Source: an optimization exercise on an open RTL-to-GDS flow (aim: small area, a short achievable clock period and few clock cycles per item). Production flows keep margins and buffers that such runs may drop. Function was checked by simulation only, so behaviour that the tests miss may differ from the original. Power and IR drop assume default switching activity.

==> flow/design.v (excerpt) <==
module mul256_op_seq #(
  parameter int TIMEOUT = 1023
) (
  input  logic              clk,
  input  logic              rst,
  input  logic              cmd_valid,
  output logic              cmd_ready,
  input  logic [mul256_pkg::ADDR_W-1:0] cmd_a,
  input  logic [mul256_pkg::ADDR_W-1:0] cmd_b,
  input  logic [mul256_pkg::ADDR_W-1:0] cmd_dst,
  output logic              busy,
  output logic              done,
  output logic              err,
  output logic              op_read,
  output logic [mul256_pkg::ADDR_W-1:0] op_raddr,
  input  logic [mul256_pkg::OP_W-1:0]   op_rdata,
  output logic              op_write,
  output logic [mul256_pkg::ADDR_W-1:0] op_waddr,
  output logic [mul256_pkg::OP_W-1:0]   op_wdata,
  input  logic              op_wready,
  output logic              mul_start,
  output logic [mul256_pkg::OP_W-1:0]   mul_a,
  output logic [mul256_pkg::OP_W-1:0]   mul_b,
  input  logic              mul_done,
  input  logic [mul256_pkg::PROD_W-1:0] mul_p
);
Size: roughly 2,300 cells after synthesis, ~670 flip-flops, roughly 1,600 I/O pins.
export LEC_CHECK = 0
export CAP_MARGIN = 20
export CORE_AREA = 10 10 590 590
export DIE_AREA = 0 0 600 600
export PLACE_DENSITY = 0.75
export SETUP_SLACK_MARGIN = 1.9
export SLEW_MARGIN = 20
export SYNTH_HIERARCHICAL = 1
export SYNTH_MINIMUM_KEEP_SIZE = 0
create_clock -name core_clock -period 4.5 [get_ports {clk}]
standard.sh (not shown) runs the stock make flow with config.mk's settings and CLKGATE_MAP_FILE= SYNTH_SCRIPT=/design/flow/synth_recipe.tcl, a recipe that flattens the netlist after the stock synthesis.
==> flow/flow/run.sh <==
#!/bin/bash
# Standard layout, except that
#  - the port buffers are the smallest buffer cell instead of the
#    clock-delay cell buffer_ports picks by default;
#  - each bit's data pins are placed next to each other (flow/pins.tcl).
#  - clock tree synthesis adds no dummy loads.
set -euo pipefail
export BUFFER_PORTS_ARGS="-buffer_cell sky130_fd_sc_hd__buf_1"
export PRE_IO_PLACEMENT_TCL="$PWD/flow/pins.tcl"
export CTS_ARGS="-sink_clustering_enable -repair_clock_nets -dont_use_dummy_load -sink_clustering_size 20 -sink_clustering_max_diameter 60"
bash standard.sh > standard_flow.log 2>&1
==> flow/flow/pins.tcl <==
for {set i 0} {$i < 260} {incr i} {
  set hi [expr {$i + 260}]
  set_io_pin_constraint -group -order -pin_names [list \
    "mul_b\[$i\]" "op_rdata\[$i\]" "mul_a\[$i\]" \
    "mul_p\[$i\]" "op_wdata\[$i\]" "mul_p\[$hi\]"]
}
The first run completed with no timing, DRC or antenna violations.
Testbench counts at the start, summed over its fixed seeds: cycles 13,465, items 1,600.
==> next run, changes <==
--- a/flow/flow/run.sh
+++ b/flow/flow/run.sh
@@ -9,3 +9,3 @@
 export PRE_IO_PLACEMENT_TCL="$PWD/flow/pins.tcl"
-export CTS_ARGS="-sink_clustering_enable -repair_clock_nets -dont_use_dummy_load -sink_clustering_size 20 -sink_clustering_max_diameter 60"
+export CTS_ARGS="-sink_clustering_enable -repair_clock_nets -dont_use_dummy_load -sink_clustering_size 12 -sink_clustering_max_diameter 40"
 bash standard.sh > standard_flow.log 2>&1
PLACE_DENSITY = 0.8   (was 0.75)
SETUP_SLACK_MARGIN = 2.0   (was 1.9)
The changed run passed the timing, design-rule and antenna checks; register-to-register slack degrades by 0.03 ns; core utilization increases by 0.40 points; final area increases by 3.1%; die area stays the same; sequential power is about the same; worst hold slack degrades by 0.056 ns; non-clock buffer count does not change; area after synthesis does not change.
==> next run, changes <==
--- a/flow/flow/run.sh
+++ b/flow/flow/run.sh
@@ -9,3 +9,3 @@
 export PRE_IO_PLACEMENT_TCL="$PWD/flow/pins.tcl"
-export CTS_ARGS="-sink_clustering_enable -repair_clock_nets -dont_use_dummy_load -sink_clustering_size 12 -sink_clustering_max_diameter 40"
+export CTS_ARGS="-sink_clustering_enable -repair_clock_nets -dont_use_dummy_load -sink_clustering_size 20 -sink_clustering_max_diameter 60"
 bash standard.sh > standard_flow.log 2>&1
PLACE_DENSITY = 0.7   (was 0.8)
SETUP_SLACK_MARGIN = 1.9   (was 2.0)
- final area fell by 4.1%
- clock-buffer cell count drops by 61
- worst setup slack improves by 0.033 ns
- wire length went down by 3.3%
- total power came out lower by 18%
- die area stays the same
- clock skew fell by 0.018 ns
- sequential share of layout area went up by 1.8 points
- via count shrinks by 3.7%

[port drivers added, routing unchanged]
Ports are ideal in the flow. The routed layouts listed here were re-timed in OpenROAD.
Step 1 (the two cells are an assumption about what drives the block):
set clk [get_ports {clk}]
set_driving_cell -lib_cell sky130_fd_sc_hd__clkbuf_16 $clk
set_driving_cell -lib_cell sky130_fd_sc_hd__buf_2 [delete_from_list [all_inputs] $clk]
Step 2, shift: input delay + t, output delay - t, t = (earliest + latest rising clock arrival at the registers) / 2. This alone moves slack from input paths to output paths.
Slacks: ideal / step 1 / step 2; pairs: ideal / step 1.
run | t (ns) | setup WS [ns] | clock arrival spread, ns
the first run | 0.809 | 1.814 / 1.722 / 1.217 | 0.099 / 0.099
the second run | 0.868 | 1.830 / 1.621 / 1.241 | 0.087 / 0.086
the third run | 0.779 | 1.863 / 1.772 / 1.199 | 0.109 / 0.109
After both steps every run listed still meets setup and hold. For the third run, which loses most, drivers alone change the setup slack by -0.091 ns; drivers and shift together by -0.664 ns.
